This is an optimization exercise on Yosys and OpenROAD, whose aim is small area, a short achievable clock period and few clock cycles per item, not a production implementation. The RTL was checked by simulation tests, not by an equivalence proof against the original design.

==> 12-20: inputs <==
## priority_schedule_timing
module priority_schedule_timing (
  input  logic               clk,
  input  logic               rst_n,
  input  logic               in_valid,
  output logic               in_ready,
  input  logic [BURST_W-1:0] in_burst_time,
  input  logic [PRIO_W-1:0]  in_priority_req,
  input  logic               in_last_job,
  output logic               out_valid,
  input  logic               out_ready,
  output logic [ID_W-1:0]    out_job_id,
  output logic [PRIO_W-1:0]  out_job_priority,
  output logic [BURST_W-1:0] out_job_burst,
  output logic [TIME_W-1:0]  out_wait_time,
  output logic [TIME_W-1:0]  out_turnaround_time,
  output logic               out_last_row,
  output logic [AVG_W-1:0]   out_avg_wait_q8,
  output logic [AVG_W-1:0]   out_avg_turnaround_q8,
  output logic               out_jobs_dropped
);
Settings: LEC_CHECK=0, CAP_MARGIN=20, CORE_MARGIN=2, CORE_UTILIZATION=40, SETUP_SLACK_MARGIN=1.25, SLEW_MARGIN=20, TNS_END_PERCENT=10; clock period 6.0 ns.
run.sh (not shown) runs the stock make flow with config.mk's settings and CLKGATE_MAP_FILE= SYNTH_SCRIPT=/design/flow/synth_recipe.tcl, a recipe that flattens the netlist after the stock synthesis.
==> 09-27: changes against 12-20 <==
CORE_UTILIZATION = 50   (was 40)
SETUP_SLACK_MARGIN = 1.5   (was 1.25)
TNS_END_PERCENT = default   (was 10)
==> 09-25: changes against 12-20 <==
--- a/flow/design.v
+++ b/flow/design.v
@@ -43,18 +43,16 @@
   logic [TAG_W-1:0]   tag_r;
   logic [RK_W-1:0]    rank_r;
   logic [PRIO_W-1:0]  prio_r;
   logic [BURST_W-1:0] burst_r;
   logic [ID_W-1:0]    id_r;
   assign inb   = v_r && (tag_r == tag_l);
   assign inc   = inb && (new_prio < prio_r);
-  logic [RK_W-1:0] rank_s;
-  assign rank_s = pend ? pend_rank : rank_r;
-  assign sel_s0 = v_r && (tag_r == tag_s) && (rank_s[RK_W-1:1] == pr_s) && !rank_s[0];
-  assign sel_s1 = v_r && (tag_r == tag_s) && (rank_s[RK_W-1:1] == pr_s) && rank_s[0];
+  assign sel_s0 = v_r && (tag_r == tag_s) && (rank_r[RK_W-1:1] == pr_s) && !rank_r[0];
+  assign sel_s1 = v_r && (tag_r == tag_s) && (rank_r[RK_W-1:1] == pr_s) && rank_r[0];
   assign sel_e = v_r && (tag_r == tag_e) && (rank_r == rk_e);
   assign valid = v_r;
   assign prio  = prio_r;
   assign burst = burst_r;
   assign id    = id_r;
   always_ff @(posedge clk) begin
     if (!rst_n) begin
@@ -77,32 +75,29 @@
     end else if (ins_go && inc) begin
       rank_r  <= rank_r + 1'b1;
     end
   end
 endmodule
 import pst_pkg::*;
 module pst_div #(
-  parameter int K = 3
+  parameter int K = 4
 ) (
   input  logic             clk,
   input  logic             start,
-  input  logic             byp,      
   input  logic             step,
   input  logic [SUM_W-1:0] sum,
   input  logic [CNT_W-1:0] den,      
   output logic [AVG_W-1:0] quotient  
 );
-  localparam int QW    = AVG_W - 1;
-  localparam int NSTEP = (QW + K - 1) / K;
+  localparam int NSTEP = (AVG_W + K - 1) / K;
   localparam int QB    = NSTEP * K;                        
-  localparam int XB    = QB - QW;                          
+  localparam int XB    = QB - AVG_W;                       
   localparam int RB    = 4;                                
   logic [RB-1:0] rem_r, rem_n;
   logic [QB-1:0] quo_r, quo_n;
-  logic          byp_r, top_r;
   function automatic logic ge5(input logic [4:0] a, input logic [4:0] b);
     logic g;
     g = a[0] | ~b[0];
     for (int k = 1; k < 5; k++) g = (a[k] & ~b[k]) | (~(a[k] ^ b[k]) & g);
     ge5 = g;
   endfunction
   logic [4:0] rs;
@@ -117,29 +112,22 @@
       df    = rs - den;
       rem_n = ge ? df[RB-1:0] : rs[RB-1:0];
       quo_n = {quo_n[QB-2:0], ge};
     end
   end
   always_ff @(posedge clk) begin
     if (start) begin
-      byp_r <= byp;
-      top_r <= sum[SUM_W-1];
-      if (byp) begin
-        rem_r <= '0;
-        quo_r <= QB'({sum[SUM_W-2:0], 4'b0});
-      end else begin
-        rem_r <= RB'(sum >> (SUM_W - 5 + XB));
-        quo_r <= {sum[SUM_W-6+XB:0], FRAC_W'(0)};
-      end
-    end else if (step && !byp_r) begin
+      rem_r <= RB'(sum >> (SUM_W - 4 + XB));
+      quo_r <= {sum[SUM_W-5+XB:0], FRAC_W'(0)};
+    end else if (step) begin
       rem_r <= rem_n;
       quo_r <= quo_n;
     end
   end
-  assign quotient = byp_r ? {top_r, quo_r[QW-1:0]} : {1'b0, quo_n[QW-1:0]};
+  assign quotient = quo_n[AVG_W-1:0];
 endmodule
 import pst_pkg::*;
 module priority_schedule_timing (
   input  logic               clk,
   input  logic               rst_n,
   input  logic               in_valid,
   output logic               in_ready,
@@ -156,69 +144,62 @@
   output logic               out_last_row,
   output logic [AVG_W-1:0]   out_avg_wait_q8,
   output logic [AVG_W-1:0]   out_avg_turnaround_q8,
   output logic               out_jobs_dropped
 );
   localparam int P     = MAX_JOBS;
   localparam int DIV_K = 3;                  
-  localparam int DIV_N = (AVG_W - 1 + DIV_K - 1) / DIV_K;      
+  localparam int DIV_N = (AVG_W + DIV_K - 1) / DIV_K;          
   localparam int DCW   = $clog2(DIV_N);
   localparam int NB    = 1 << TAG_W;      
   logic [PTR_W-1:0] pl_r, ps_r, pe_r;        
+  logic [PTR_W-1:0] plv_r;                   
   logic [CNT_W-1:0] cnt_r;                   
   logic             ovf_r;                   
   logic [NB*CNT_W-1:0] meta_n_r;             
   logic [NB-1:0]       meta_o_r;             
   logic [P-1:0]         v, inb, inc, sel_s0, sel_s1, sel_e, alloc;
   logic [P*PRIO_W-1:0]  prio_f;
   logic [P*BURST_W-1:0] burst_f;
   logic [P*ID_W-1:0]    id_f;
   logic             in_acc, ins_go, emit_go;
   logic [P-1:0]     pend_r;                  
-  logic [11:0]      bcnt_r;                  
+  logic [P-1:0]     bmask_r;                 
   logic [RK_W-1:0]  pend_rank;
   logic [RK_W-2:0]  ks_r;                    
   logic [RK_W-1:0]  ke_r;                    
   logic seen;
   always_comb begin
     seen = 1'b0;
     for (int i = 0; i < P; i++) begin
       alloc[i] = !v[i] && !seen;
       seen     = seen || !v[i];
     end
   end
-  logic             in_ready_r;
-  logic [CNT_W-1:0] occ_r, occ_n;            
-  logic [PTR_W-1:0] pl_n, pe_n;
-  logic [CNT_W-1:0] cnt_n;
-  assign in_ready = in_ready_r;
-  assign in_acc   = in_valid && in_ready_r;
+  assign in_ready = ((pl_r - pe_r) != PTR_W'(NB)) && (!(&v) || cnt_r[CNT_W-1]);
+  assign in_acc   = in_valid && in_ready;
   assign ins_go   = in_acc && !cnt_r[CNT_W-1];
   always_ff @(posedge clk) begin
     if (!rst_n) begin
       pend_r <= '0;
     end else begin
       pend_r <= ins_go ? alloc : '0;
     end
   end
-  logic [P-1:0] bmask;
-  logic [1:0]   pc2 [8];
-  logic [11:0]  pc4;
-  logic [3:0]   pc8 [2];
-  logic [4:0]   pc16;
-  assign bmask = inb & ~inc;
-  always_comb begin
-    for (int i = 0; i < 8; i++) pc2[i] = {1'b0, bmask[2*i]} + {1'b0, bmask[2*i+1]};
-    for (int i = 0; i < 4; i++) pc4[3*i +: 3] = {1'b0, pc2[2*i]} + {1'b0, pc2[2*i+1]};
-  end
   always_ff @(posedge clk) begin
-    bcnt_r <= pc4;
+    bmask_r <= inb & ~inc;
   end
+  logic [1:0] pc2 [8];
+  logic [2:0] pc4 [4];
+  logic [3:0] pc8 [2];
+  logic [4:0] pc16;
   always_comb begin
-    for (int i = 0; i < 2; i++) pc8[i] = {1'b0, bcnt_r[6*i +: 3]} + {1'b0, bcnt_r[6*i+3 +: 3]};
+    for (int i = 0; i < 8; i++) pc2[i] = {1'b0, bmask_r[2*i]} + {1'b0, bmask_r[2*i+1]};
+    for (int i = 0; i < 4; i++) pc4[i] = {1'b0, pc2[2*i]} + {1'b0, pc2[2*i+1]};
+    for (int i = 0; i < 2; i++) pc8[i] = {1'b0, pc4[2*i]} + {1'b0, pc4[2*i+1]};
     pc16 = {1'b0, pc8[0]} + {1'b0, pc8[1]};
   end
   assign pend_rank = pc16[RK_W-1:0];
   for (genvar i = 0; i < P; i++) begin : g_cell
     pst_cell u_cell (
       .clk      (clk),
       .rst_n    (rst_n),
@@ -246,56 +227,59 @@
       .id       (id_f[i*ID_W +: ID_W])
     );
   end
   logic [CNT_W-1:0] cnt_inc;
   logic             ovf_inc;
   assign cnt_inc = cnt_r + CNT_W'(!cnt_r[CNT_W-1]);
   assign ovf_inc = ovf_r || cnt_r[CNT_W-1];
-  assign pl_n  = pl_r + PTR_W'(in_acc && in_last_job);
-  assign cnt_n = !in_acc ? cnt_r : in_last_job ? '0 : cnt_inc;
-  assign occ_n = occ_r + CNT_W'(ins_go) - CNT_W'(emit_go);
   always_ff @(posedge clk) begin
     if (!rst_n) begin
-      pl_r       <= '0;
-      cnt_r      <= '0;
-      ovf_r      <= 1'b0;
-      occ_r      <= '0;
-      in_ready_r <= 1'b0;
+      pl_r  <= '0;
+      plv_r <= '0;
+      cnt_r <= '0;
+      ovf_r <= 1'b0;
     end else begin
-      pl_r       <= pl_n;
-      cnt_r      <= cnt_n;
-      occ_r      <= occ_n;
-      in_ready_r <= ((pl_n - pe_n) != PTR_W'(NB)) && ((occ_n != CNT_W'(P)) || cnt_n[CNT_W-1]);
+      plv_r <= pl_r;
       if (in_acc) begin
-        ovf_r <= in_last_job ? 1'b0 : ovf_inc;
+        if (in_last_job) begin
+          pl_r  <= pl_r + 1'b1;
+          cnt_r <= '0;
+          ovf_r <= 1'b0;
+        end else begin
+          cnt_r <= cnt_inc;
+          ovf_r <= ovf_inc;
+        end
       end
     end
   end
   always_ff @(posedge clk) begin
     if (in_acc && in_last_job) begin
       meta_n_r[pl_r[TAG_W-1:0]*CNT_W +: CNT_W] <= cnt_inc;
       meta_o_r[pl_r[TAG_W-1:0]]                <= ovf_inc;
     end
   end
   logic [CNT_W-1:0]   ns;
   logic               sa_go, sa_last, sa_two, sb_hold;
   logic [BURST_W-1:0] sa_b0, sa_b1;
-  logic [BURST_W-1:0] b0_r, b1_r;
+  logic [BURST_W-1:0] b0_r;
+  logic [BURST_W:0]   s01_r;                   
+  logic [BURST_W+1:0] c01_r;                   
   logic               bv_r, bfirst_r, blast_r, btwo_r;
-  logic [CNT_W-1:0]   bn_r;
+  logic [CNT_W-1:0]   bn_r, dn_r;
   logic [TIME_W-1:0]  pw_r, pw_b, pw_n;
   logic [SUM_W-1:0]   w_r, w_b, w_n;
   logic [SUM_W-1:0]   t_r, t_b, t_n;
   logic [SUM_W-1:0]   pw_t;
+  logic               sdone_r;
   logic               div_start, div_idle;
   assign ns      = meta_n_r[ps_r[TAG_W-1:0]*CNT_W +: CNT_W];
   assign sa_two  = ({ks_r, 1'b1} < ns);             
   assign sa_last = ({ks_r, 1'b0} + 2'd2 >= ns);     
-  assign sb_hold = bv_r && blast_r && !div_idle;
-  assign sa_go   = (ps_r != pl_r) && !sb_hold;
+  assign sb_hold = bv_r && sdone_r && !div_idle;
+  assign sa_go   = (ps_r != plv_r) && !sb_hold;
   always_comb begin
     sa_b0 = '0;
     sa_b1 = '0;
     for (int i = 0; i < P; i++) begin
       sa_b0 = sa_b0 | (burst_f[i*BURST_W +: BURST_W] & {BURST_W{sel_s0[i]}});
       sa_b1 = sa_b1 | (burst_f[i*BURST_W +: BURST_W] & {BURST_W{sel_s1[i]}});
     end
@@ -316,33 +300,44 @@
         end
       end
     end
   end
   always_ff @(posedge clk) begin
     if (sa_go) begin
       b0_r     <= sa_b0;
-      b1_r     <= sa_b1;
+      s01_r    <= {1'b0, sa_b0} + {1'b0, sa_b1};
+      c01_r    <= sa_two ? {sa_b0, 1'b0} + {2'b0, sa_b1} : {2'b0, sa_b0};
       btwo_r   <= sa_two;
       bfirst_r <= (ks_r == '0);
       blast_r  <= sa_last;
       bn_r     <= ns;
     end
   end
   assign pw_b = bfirst_r ? '0 : pw_r;
   assign w_b  = bfirst_r ? '0 : w_r;
   assign t_b  = bfirst_r ? '0 : t_r;
   assign pw_t = btwo_r ? {pw_b, 1'b0} : SUM_W'(pw_b);
   assign w_n  = w_b + pw_t + (btwo_r ? SUM_W'(b0_r) : '0);
-  assign t_n  = t_b + pw_t + (btwo_r ? {b0_r, 1'b0} : SUM_W'(b0_r)) + (btwo_r ? SUM_W'(b1_r) : '0);
-  assign pw_n = pw_b + TIME_W'(b0_r) + TIME_W'(b1_r);
+  assign t_n  = t_b + pw_t + SUM_W'(c01_r);
+  assign pw_n = pw_b + TIME_W'(s01_r);
+  always_ff @(posedge clk) begin
+    if (!rst_n) begin
+      sdone_r <= 1'b0;
+    end else if (bv_r && blast_r && !sb_hold) begin
+      sdone_r <= 1'b1;
+    end else if (div_start) begin
+      sdone_r <= 1'b0;
+    end
+  end
   always_ff @(posedge clk) begin
     if (bv_r && !sb_hold) begin
       pw_r <= pw_n;
       w_r  <= w_n;
       t_r  <= t_n;
+      if (blast_r) dn_r <= bn_r;
     end
   end
   localparam int NU = 2;
   logic [NU-1:0]      dbusy_r, dstep, dstart, dlast;
   logic [NU*DCW-1:0]  dcnt_r;
   logic [NU*CNT_W-1:0] dden_r;
   logic [NU*AVG_W-1:0] qw, qt;
@@ -350,15 +345,15 @@
   logic               fu_r;              
   logic               hv_r, hs_r;        
   logic [AVG_W-1:0]   hw_r, ht_r;
   logic               h_show, h_take, h_fill;
   logic               h_free;
   assign h_free    = (!hv_r && !hs_r) || h_take;
   assign div_idle  = !dbusy_r[su_r];
-  assign div_start = bv_r && blast_r && div_idle;
+  assign div_start = sdone_r && div_idle;
   for (genvar u = 0; u < NU; u++) begin : g_du
     logic [DCW-1:0] cnt;
     assign cnt      = dcnt_r[u*DCW +: DCW];
     assign dstart[u] = div_start && (su_r == u);
     assign dlast[u]  = dbusy_r[u] && (cnt == '0) && (fu_r == u) && h_free;
     assign dstep[u]  = dbusy_r[u] && ((cnt != '0) || dlast[u]);
     always_ff @(posedge clk) begin
@@ -370,37 +365,45 @@
         dcnt_r[u*DCW +: DCW] <= DCW'(DIV_N - 1);
       end else if (dstep[u]) begin
         dcnt_r[u*DCW +: DCW] <= cnt - 1'b1;
         if (cnt == '0) dbusy_r[u] <= 1'b0;
       end
     end
     always_ff @(posedge clk) begin
-      if (dstart[u]) dden_r[u*CNT_W +: CNT_W] <= bn_r;
+      if (dstart[u]) dden_r[u*CNT_W +: CNT_W] <= dn_r;
     end
     pst_div #(.K(DIV_K)) u_wdiv (
-      .clk(clk), .start(dstart[u]), .byp(1'b0), .step(dstep[u]),
-      .sum(w_n), .den(dden_r[u*CNT_W +: CNT_W]), .quotient(qw[u*AVG_W +: AVG_W])
+      .clk(clk), .start(dstart[u]), .step(dstep[u]),
+      .sum(w_r), .den(dden_r[u*CNT_W +: CNT_W]), .quotient(qw[u*AVG_W +: AVG_W])
     );
     pst_div #(.K(DIV_K)) u_tdiv (
-      .clk(clk), .start(dstart[u]), .byp(bn_r[CNT_W-1]), .step(dstep[u]),
-      .sum(t_n), .den(dden_r[u*CNT_W +: CNT_W]), .quotient(qt[u*AVG_W +: AVG_W])
+      .clk(clk), .start(dstart[u]), .step(dstep[u]),
+      .sum(t_r), .den(dden_r[u*CNT_W +: CNT_W]), .quotient(qt[u*AVG_W +: AVG_W])
     );
   end
   assign h_fill = |dlast;
   always_ff @(posedge clk) begin
     if (!rst_n) begin
       su_r <= 1'b0;
       fu_r <= 1'b0;
       hv_r <= 1'b0;
       hs_r <= 1'b0;
     end else begin
       if (div_start) su_r <= !su_r;
       if (h_fill)    fu_r <= !fu_r;
-      hv_r <= (hv_r || h_fill) && !h_show;
-      hs_r <= h_show || (hs_r && !h_take);
+      if (h_fill) begin
+        hv_r <= 1'b1;
+      end else if (h_show) begin
+        hv_r <= 1'b0;
+      end
+      if (h_show) begin
+        hs_r <= 1'b1;
+      end else if (h_take) begin
+        hs_r <= 1'b0;
+      end
     end
   end
   always_ff @(posedge clk) begin
     if (h_fill) begin
       hw_r <= qw[fu_r*AVG_W +: AVG_W];
       ht_r <= qt[fu_r*AVG_W +: AVG_W];
     end
@@ -416,18 +419,17 @@
   logic [BURST_W-1:0] o_burst_r;
   logic [TIME_W-1:0]  o_wait_r;
   logic               o_last_r, o_drop_r;
   logic [TIME_W-1:0]  o_turn_r;
   assign ne      = meta_n_r[pe_r[TAG_W-1:0]*CNT_W +: CNT_W];
   assign e_last  = ({1'b0, ke_r} == ne - 1'b1);
   assign e_ok    = (pe_r != pl_r) && ((ps_r != pe_r) || ({ks_r, 1'b0} > ke_r)) &&
-                   (!e_last || hv_r || h_fill);
+                   (!e_last || hv_r);
   assign emit_go = e_ok && (!out_v_r || out_ready);
   assign h_show  = emit_go && e_last;
-  assign pe_n    = pe_r + PTR_W'(emit_go && e_last);
   assign h_take  = hs_r && out_v_r && out_ready;
   always_comb begin
     e_prio  = '0;
     e_burst = '0;
     e_id    = '0;
     for (int i = 0; i < P; i++) begin
       e_prio  = e_prio  | (prio_f[i*PRIO_W +: PRIO_W]    & {PRIO_W{sel_e[i]}});
SETUP_SLACK_MARGIN = default   (was 1.25)
TNS_END_PERCENT = default   (was 10)
==> summary.md <==
| Metric | Value |
|---|---|
| Outcome | `complete, no violations` |
| Fraction of area in multi-input gates | `39.7%` |
| ANT cells | `3` |
| Plain + repair buffers | `670` |
# the run above: 09-27

==> summary.md <==
| Metric | Value |
|---|---|
| Fraction of area in multi-input gates | `37.8%` |
| Plain + repair buffers | `361` |
| Commonest cells after routing, fill and taps aside | `932 x edfxtp_1, 364 x ha_1, 358 x inv_1` |
| Outcome | `complete, no violations` |
# the run above: 09-25

==> summary.md <==
| Metric | Value |
|---|---|
| Outcome | `complete, no violations` |
| ANT cells | `4` |
| Plain + repair buffers | `468` |
| Fraction of area in multi-input gates | `39.3%` |
| Vias in the first global route | `42,500` |
| Initial DRT Pass Iterations | `6` |
| Cts bufs inserted | `109` |
# the run above: 12-20

Testbench counts of 12-20, summed over its fixed seeds: cycles 3,054, jobs 2,636.
Testbench counts of 09-27, summed over its fixed seeds: cycles 3,054, jobs 2,636.
Testbench counts of 09-25, summed over its fixed seeds: cycles 3,502, jobs 2,636.

-- re-timing with driven ports --
How much do the figures lean on ideal ports? The routed layouts below were timed once more, with nothing changed but the port constraints. Step 1, drivers: a clkbuf_16 drives clk and a buf_2 each remaining input, both assumed. Step 2 also shifts input and output timing later by t, the mid clock arrival at the registers, as if the neighbouring blocks saw the same clock. Slacks: ideal ports / drivers / drivers and shift; pairs: ideal ports / drivers.
run | shift t [ns] | slack for setup (ns) | worst hold slack (ns) | worst setup path at the end | pins driven straight from the clock port
12-20 | 0.821 | 1.183 / 1.183 / 0.726 | 0.468 / 0.468 / 0.468 | input to register | 1
09-27 | 0.786 | 1.358 / 1.358 / 0.913 | 0.451 / 0.451 / 0.451 | input to register | 1
09-25 | 0.822 | 0.534 / 0.534 / 0.534 | 0.411 / 0.411 / 0.411 | register to register | 1
After both steps every run listed still meets setup and hold. The setup slack of 12-20, which loses most, moves by 0.000 ns with the drivers and by -0.457 ns with both steps.
